This is an optimization exercise on Yosys and OpenROAD, whose aim is small area and few clock cycles, not a production implementation.
At most, simulation tests tie the RTL to the original design; equivalence was not proved.
Power and IR drop assume default switching activity.

job 9029:
Design sorted_priority_queue, start of the top module:
module sorted_priority_queue (
  input  logic          clk,
  input  logic          rst,
  input  logic          cmd_valid,
  output logic          cmd_ready,
  input  logic [32:0]   cmd,
  output logic          res_valid,
  input  logic          res_ready,
  output logic [22:0]   res
);
  localparam int N = spq_pkg::DEPTH;
  logic [spq_pkg::OCC_BITS-1:0] count;
  logic [1:0]                   kind;
  logic                         res_free;
  logic                         accept;
  logic                         is_ins;
  logic                         is_full;
  logic                         is_empty;
  logic                         can_ins;
  logic                         do_ins;
  logic                         do_rm;
  logic [N-1:0]                 free;
  logic [N-1:0]                 below;
  logic [N-1:0]                 raised;
  logic [N-1:0]                 at_count;
  logic [N-1:0]                 inject;
  logic [N-1:0]                 pend_q;
  logic [spq_pkg::RANK_W-1:0]   n_below;
  logic [spq_pkg::RANK_W-1:0]   pend_level;
  logic [spq_pkg::KEY_BITS-1:0] key        [N];
  logic [spq_pkg::ID_BITS-1:0]  id         [N];
  ...
Settings: LEC_CHECK=0, CAP_MARGIN=5, CORE_MARGIN=2, CORE_UTILIZATION=70, CTS_CLUSTER_DIAMETER=100, CTS_CLUSTER_SIZE=30, PLACE_DENSITY=0.8, SLEW_MARGIN=5; clock period 5.0 ns.
standard.sh (not shown) runs the stock make flow with config.mk's settings and CLKGATE_MAP_FILE= SYNTH_SCRIPT=/design/flow/synth_recipe.tcl, a recipe that flattens the netlist after the stock synthesis.
==> flow/flow/run.sh <==
#!/bin/bash
# The standard layout, with two changes: synthesis keeps spq_ge2, two
# bits of the key compare's borrow chain, as a module of its own until the
# netlist is flattened, so each step maps to a few small gates; and the
# smallest buffer goes on every input and output port in place of the one the
# resizer would pick. The make output goes to standard.log; ORFS's own step
# logs stay under orfs/logs.
set -euo pipefail
export SYNTH_KEEP_MODULES=spq_ge2
export BUFFER_PORTS_ARGS="-buffer_cell sky130_fd_sc_hd__buf_1"
bash standard.sh > standard.log 2>&1
Job 9029 | stages: all done | timing, DRC, antenna: all pass
Testbench counts of job 9029, summed over its fixed seeds: cycles 25,354.
Setup changes, job 9029 to job 9430
- SLEW_MARGIN now 20, was 5
- CAP_MARGIN now 20, was 5
- PLACE_DENSITY no longer set, was 0.8
- Having completed the whole flow, job 9430 delivered a layout that passed the timing, design-rule and antenna checks.
- Looking at the reports, job 9029 completed the entire flow and the layout it produced met the timing, design-rule and antenna checks.
- Compared with job 9029, in job 9430 design area comparable, met1 layer usage reported by global route now smaller.
- Compared with job 9029, routed wire length per instance in job 9430 increased slightly.
- Job 9029 -> job 9430: count of hold buffers inserted by post-cts repair delta 0, exact match
- On routed wire length, job 9029 beats job 9430.
- Job 9430 against job 9029: maximum frequency down about 2.6%; share of power burned in the clock network up 0.2 points.
- | via count normalized by instance count | job 9029 vs job 9430 | ≈ equal |
- When the final numbers for job 9430 and job 9029 were put side by side, the final worst slack turned out to be smaller in job 9430.
For job 2483, these inputs were changed with respect to job 9430:
- an added PLACE_DENSITY of 0.8
Notes after the runs:
Job 9430 -> job 2483: leakage power of the design flat. Job 2483 vs job 9430: first-pass GRT wire length down slightly. The power of job 2483 and that of job 9430 are within noise of each other. The post-place instance area was comparable across job 9430 and job 2483. Job 2483 vs. job 9430: final standard cell area without fillers about even; non-clock buffer count fell 1.
#### Input delta (job 6099 over job 2483)
- PLACE_DENSITY: 0.8 -> unset
- CORE_UTILIZATION: 70 -> 60
Results
Job 6099: no failed stages, no open violations at the end
On total area of multi-input combinational cells, job 2483 and job 6099 are neck and neck.
Per the comparison of job 6099 with job 2483, global-route track usage on met1 went down 5.6 points, sequential share of layout area went down 0.33 points, period utilization went up 0.94 points, final worst hold slack held.
Looking at job 2483 and job 6099, the total clock network power is a wash.
In job 6099 the count of clock-buffer cells in the layout turned out 1 higher than in job 2483.
Status: power parity (job 2483, job 6099)
Job 2483 leaves more setup margin than job 6099.
Cell count was lower in the run labelled job 2483.

* * *

sorted_priority_queue, a different RTL version from the one above (not shown whole).
Size: ~2200 cells after synthesis, ~610 flip-flops, about 62 I/O pins, roughly 24000 µm² of cells after synthesis.
## sorted_priority_queue
module sorted_priority_queue (
  input  logic          clk,
  input  logic          rst,
  input  logic          cmd_valid,
  output logic          cmd_ready,
  input  logic [32:0]   cmd,
  output logic          res_valid,
  input  logic          res_ready,
  output logic [22:0]   res
);
make LEC_CHECK=0 CAP_MARGIN=20 CORE_MARGIN=2 CORE_UTILIZATION=40 CTS_CLUSTER_DIAMETER=100 CTS_CLUSTER_SIZE=30 SLEW_MARGIN=20 finish   # period 5.0 ns
run.sh (not shown) runs the stock make flow with config.mk's settings and CLKGATE_MAP_FILE= SYNTH_SCRIPT=/design/flow/synth_recipe.tcl, a recipe that flattens the netlist after the stock synthesis.
Stock flow here: none of the scripts above is used.
The starting point completed without violations.
==> next run, changes <==
Settings changed: CTS_CLUSTER_DIAMETER 100 to not set, CTS_CLUSTER_SIZE 30 to not set.
After rerunning:
- sequential power hardly moves
- clock skew is about the same
- global-route usage increases by 0.59 points
- design area increases by 4.7%
- clock power increases by 80%
- non-clock buffer count decreases by 1
- die area is unchanged
No functional check of the RTL was part of any run of this note.

* * *

P:
The RTL this note starts from:
==> flow/design.v <==
package spq_pkg;
  localparam int DEPTH    = 16;
  localparam int KEY_BITS = 16;
  localparam int ID_BITS  = 16;
  localparam int OCC_BITS = 5;
  localparam int RANK_W   = 4;
  localparam logic [DEPTH-1:0] INJ_AT = 16'b1001_0100_1001_0100;
endpackage
module spq_cell (
  input  logic                         do_ins,
  input  logic                         pend,
  input  logic [spq_pkg::RANK_W-1:0]   pend_level,
  input  logic [spq_pkg::OCC_BITS-1:0] count,
  input  logic [spq_pkg::KEY_BITS-1:0] new_key,
  input  logic [spq_pkg::KEY_BITS-1:0] key,
  input  logic [spq_pkg::RANK_W-1:0]   level,
  output logic                         free,
  output logic                         below,
  output logic                         at_count,
  output logic [spq_pkg::RANK_W-1:0]   level_next
);
  logic                       held;
  logic                       lt;
  logic                       raise;
  logic [spq_pkg::RANK_W-1:0] level_now;
  function automatic logic key_lt(input logic [spq_pkg::KEY_BITS-1:0] a,
                                  input logic [spq_pkg::KEY_BITS-1:0] b);
    logic ge;
    ge = 1'b1;
    for (int j = 0; j < spq_pkg::KEY_BITS; j++) begin
      ge = (a[j] & ~b[j]) | (a[j] & ge) | (~b[j] & ge);
    end
    key_lt = ~ge;
  endfunction
  assign held      = pend || ({1'b0, level} < count);
  assign free      = !held;
  assign lt        = key_lt(key, new_key);
  assign below     = held && lt;
  assign at_count  = (level == count[spq_pkg::RANK_W-1:0]);
  assign raise     = held ? lt : at_count;
  assign level_now = pend ? pend_level : level;
  assign level_next = level_now + spq_pkg::RANK_W'(do_ins && raise);
endmodule
module sorted_priority_queue (
  input  logic          clk,
  input  logic          rst,
  input  logic          cmd_valid,
  output logic          cmd_ready,
  input  logic [32:0]   cmd,
  output logic          res_valid,
  input  logic          res_ready,
  output logic [22:0]   res
);
  localparam int N = spq_pkg::DEPTH;
  logic [spq_pkg::OCC_BITS-1:0] count;
  logic [1:0]                   kind;
  logic                         res_free;
  logic                         accept;
  logic                         is_ins;
  logic                         is_full;
  logic                         is_empty;
  logic                         can_ins;
  logic                         do_ins;
  logic                         do_rm;
  logic [N-1:0]                 free;
  logic [N-1:0]                 below;
  logic [N-1:0]                 below_q;
  logic [N-1:0]                 at_count;
  logic [N-1:0]                 inject;
  logic [N-1:0]                 pend_q;
  logic [spq_pkg::RANK_W-1:0]   n_below;
  logic [spq_pkg::RANK_W-1:0]   pend_level;
  logic [spq_pkg::KEY_BITS-1:0] key        [N];
  logic [spq_pkg::ID_BITS-1:0]  id         [N];
  logic [spq_pkg::RANK_W-1:0]   level      [N];
  logic [spq_pkg::RANK_W-1:0]   level_next [N];
  logic [spq_pkg::ID_BITS-1:0]  removed_id;
  always_comb begin
    inject  = '0;
    can_ins = 1'b0;
    for (int i = 0; i < N; i++) begin
      if (spq_pkg::INJ_AT[i]) begin
        inject[i] = free[i] && !can_ins;
        can_ins   = can_ins || free[i];
      end
    end
  end
  assign res_free  = !res_valid || res_ready;
  assign is_ins    = !cmd[32];
  assign is_full   = count[spq_pkg::OCC_BITS-1];
  assign is_empty  = (count == '0);
  assign cmd_ready = res_free && (!is_ins || is_full || can_ins);
  assign accept    = cmd_valid && cmd_ready;
  assign do_ins    = accept && is_ins && !is_full;
  assign do_rm     = accept && !is_ins && !is_empty;
  always_comb begin
    n_below = '0;
    for (int i = 0; i < N; i++) n_below = n_below + spq_pkg::RANK_W'(below_q[i]);
  end
  assign pend_level = spq_pkg::RANK_W'(count) - 1'b1 - n_below;
  for (genvar i = 0; i < N; i++) begin : g_cell
    localparam int NX = (i + 1) % N;
    logic pend;
    if (spq_pkg::INJ_AT[(i + N - 1) % N]) begin : g_pend
      assign pend = pend_q[i];
    end else begin : g_nopend
      assign pend = 1'b0;
    end
    spq_cell u_cell (
      .do_ins     (do_ins),
      .pend       (pend),
      .pend_level (pend_level),
      .count      (count),
      .new_key    (cmd[31:16]),
      .key        (key[i]),
      .level      (level[i]),
      .free       (free[i]),
      .below      (below[i]),
      .at_count   (at_count[i]),
      .level_next (level_next[i])
    );
    always_ff @(posedge clk) begin
      level[NX] <= level_next[i];
    end
    if (spq_pkg::INJ_AT[i]) begin : g_inj
      always_ff @(posedge clk) begin
        if (do_ins && inject[i]) begin
          key[NX] <= cmd[31:16];
          id[NX]  <= cmd[15:0];
        end else begin
          key[NX] <= key[i];
          id[NX]  <= id[i];
        end
      end
    end else begin : g_pass
      always_ff @(posedge clk) begin
        key[NX] <= key[i];
        id[NX]  <= id[i];
      end
    end
  end
  always_ff @(posedge clk) begin
    below_q <= below;
    for (int i = 0; i < N; i++) begin
      pend_q[(i + 1) % N] <= !rst && do_ins && inject[i];
    end
  end
  always_comb begin
    removed_id = '0;
    for (int i = 0; i < N; i++) begin
      if (at_count[i]) removed_id = removed_id | id[i];
    end
  end
  assign res = {kind[1] && !kind[0], kind[0] && !kind[1],
                (&kind) ? removed_id : spq_pkg::ID_BITS'(0), count};
  always_ff @(posedge clk) begin
    if (rst) begin
      count     <= '0;
      res_valid <= 1'b0;
    end else begin
      if (do_ins) count <= count + 1'b1;
      if (do_rm)  count <= count - 1'b1;
      if (accept) begin
        res_valid <= 1'b1;
      end else if (res_ready) begin
        res_valid <= 1'b0;
      end
    end
  end
  always_ff @(posedge clk) begin
    if (accept) begin
      kind <= is_ins ? {is_full, 1'b0} : {!is_empty, 1'b1};
    end
  end
endmodule
clock: 5.0 ns
lec_check: 0
cap_margin: 20
core_margin: 2
core_utilization: 40
cts_cluster_diameter: 100
cts_cluster_size: 30
slew_margin: 20
Testbench counts of P, summed over its fixed seeds: cycles 25,354.
Input-level comparison between Q and P:
Settings: CTS_CLUSTER_SIZE changed from 30 to 20; CTS_CLUSTER_DIAMETER changed from 100 to 60.
Results
- Per the comparison of Q with P, count of clock-buffer cells in the layout rose by about 90%; wire length rose by 540 µm; setup slack after layout rose by 0.014 ns; via count rose by about 1.3%.
- Going from P to Q, the portion of total power attributed to the clock network was found to have gone up by 4.6 points.
- The clock network area share in Q sits 2.4 points above the value recorded for P.
- Summary of Q over P: final clock period utilization by the worst path went down 0.29 points; design area went up 2.5%.
What R does differently from Q at the input level:
Settings: CORE_UTILIZATION: 40 -> 60.
Results
Of the two values seen for end point of the critical path, res[18] was produced by R and cmd_ready by Q. Looking at post-route minimum period across Q and R, the one that comes out lower is R. Diff Q -> R | wire length | down by a few percent. When R is set beside Q, its core utilization of the finished layout turns out to be 21 points larger. Compared to Q, R has clock-buffer cell count about 10% lower.
Edits applied to the flow inputs when going from R to S:
Settings: removing CTS_CLUSTER_SIZE (formerly 20); removing CTS_CLUSTER_DIAMETER (formerly 60); changing CORE_UTILIZATION from 60 to 40.
==> notes.md <==
Min share of the final layout cell area in sequential cells across R and S: S
Compared S vs R, and total clock buffers created by CTS is up in S.
Smallest setup slack after layout sits higher in S than in R.
Summary of S over R: layout cell share with drive strength beyond 1 picked up an extra 1.6 points, utilization after layout lost 20 points.
## Diff of input files: T against S
Settings: CTS_CLUSTER_DIAMETER newly set to 100; CTS_CLUSTER_SIZE newly set to 30.
==> flow/flow/run.sh (new file) <==
#!/bin/bash
# The standard layout, with the smallest buffer on every input and output
# port in place of the one the resizer would pick. The make output goes to
# standard.log; ORFS's own step logs stay under orfs/logs.
set -euo pipefail
export BUFFER_PORTS_ARGS="-buffer_cell sky130_fd_sc_hd__buf_1"
bash standard.sh > standard.log 2>&1
==> flow/standard.sh (new file) <==
#!/bin/bash
# synth_recipe.tcl (not shown) runs the flow's synth.tcl, then flattens the netlist and writes it again
# the make line also repeats each setting of config.mk as NAME=value (left out here)
make -C /OpenROAD-flow-scripts/flow DESIGN_CONFIG=/design/flow/config.mk WORK_HOME=/design/flow/orfs CLKGATE_MAP_FILE= SYNTH_SCRIPT=/design/flow/synth_recipe.tcl "${@:-finish}"
removed: flow/run.sh
Notes after the runs:
Compared with S, T shows layout cell share with drive strength beyond 1 lower by 3.5 points.
Against S as the reference, T delivers a lower wire length per cell after detailed routing.
T ends up with a worst hold slack that is 0.014 ns lower than in S.
The critical path depth of T falls short of that of S by 6.
T reports its critical setup path kind as reg2out while S reports reg2reg.

* * *

## oak
RTL: the design.v shown in full above, as it stands there.
clock: 5.0 ns
lec_check: 0
cap_margin: 20
core_margin: 2
core_utilization: 40
cts_buf_list: sky130_fd_sc_hd__clkbuf_4 sky130_fd_sc_hd__clkbuf_8
slew_margin: 20
Stock flow here: none of the scripts above is used.
Testbench counts of oak, summed over its fixed seeds: cycles 25,354.
Modified inputs, pine compared to oak
Settings: GPL_TIMING_DRIVEN now 0, previously not set; CTS_CLUSTER_SIZE now 20, previously not set; CTS_CLUSTER_DIAMETER now 60, previously not set; CTS_BUF_LIST no longer set, was sky130_fd_sc_hd__clkbuf_4 sky130_fd_sc_hd__clkbuf_8.
### Flow results
Combinational share of power, pine and oak, lower one = oak. Looking at the reports, pine completed the entire flow and the layout it produced met the timing, design-rule and antenna checks. Looking at pine and oak, the power dissipated in sequential cells is a wash. Number of cells in the design after placement in pine is 42 above oak. oak ended up with count[2]$_SDFFE_PP0P_ as its launch point of the critical path; pine ended up with count[3]$_SDFFE_PP0P_. pine reports its top routing layer in use as met5 while oak reports met4. Looking at final cell count across pine and oak, the one that comes out lower is pine.

[afterwards: timing with drivers on the ports]
Ports are ideal in the flow. The routed layouts listed here were re-timed in OpenROAD. Step 1 assumes that a clkbuf_16 drives the clock port and a buf_2 every other input. Step 2, shift: input delay + t, output delay - t, t = (earliest + latest rising clock arrival at the registers) / 2. This alone moves slack from input paths to output paths. Three values: ideal ports, drivers, drivers and shift; two values: the first two.
| run | t (ns) | setup WS [ns] | hold WS [ns] | latest minus earliest clock arrival (ns) | pins driven straight from the clock port |
|---|---|---|---|---|---|
| job 9029 | 0.639 | 0.286 / 0.286 / 0.168 | 0.349 / 0.349 / 0.349 | 0.026 / 0.025 | 1 |
| job 9430 | 0.637 | 0.160 / 0.160 / 0.160 | 0.346 / 0.346 / 0.346 | 0.022 / 0.023 | 1 |
| job 2483 | 0.639 | 0.276 / 0.276 / 0.175 | 0.348 / 0.348 / 0.348 | 0.024 / 0.023 | 1 |
| job 6099 | 0.632 | 0.229 / 0.229 / 0.229 | 0.351 / 0.351 / 0.351 | 0.019 / 0.020 | 1 |
| the first run of note 2 | 0.647 | 0.149 / 0.090 / 0.233 | 0.347 / 0.347 / 0.347 | 0.021 / 0.021 | 1 |
| the second run of note 2 | 0.699 | 0.102 / 0.043 / 0.222 | 0.340 / 0.340 / 0.340 | 0.025 / 0.025 | 1 |
| P | 0.653 | 0.169 / 0.109 / 0.193 | 0.343 / 0.343 / 0.343 | 0.037 / 0.037 | 1 |
| Q | 0.665 | 0.183 / 0.125 / 0.183 | 0.336 / 0.336 / 0.336 | 0.027 / 0.027 | 1 |
| R | 0.643 | 0.261 / 0.201 / 0.338 | 0.346 / 0.346 / 0.346 | 0.031 / 0.031 | 1 |
| S | 0.657 | 0.267 / 0.224 / 0.176 | 0.343 / 0.343 / 0.343 | 0.024 / 0.023 | 1 |
| T | 0.656 | 0.250 / 0.193 / 0.380 | 0.329 / 0.329 / 0.329 | 0.065 / 0.065 | 1 |
| oak | 0.745 | 0.209 / 0.155 / 0.192 | 0.342 / 0.342 / 0.342 | 0.032 / 0.032 | 1 |
| pine | 0.643 | 0.123 / 0.064 / 0.133 | 0.345 / 0.345 / 0.345 | 0.033 / 0.033 | 1 |
After both steps every run listed still meets setup and hold. For job 9029, which loses most, drivers alone change the setup slack by 0.000 ns; drivers and shift together by -0.118 ns.
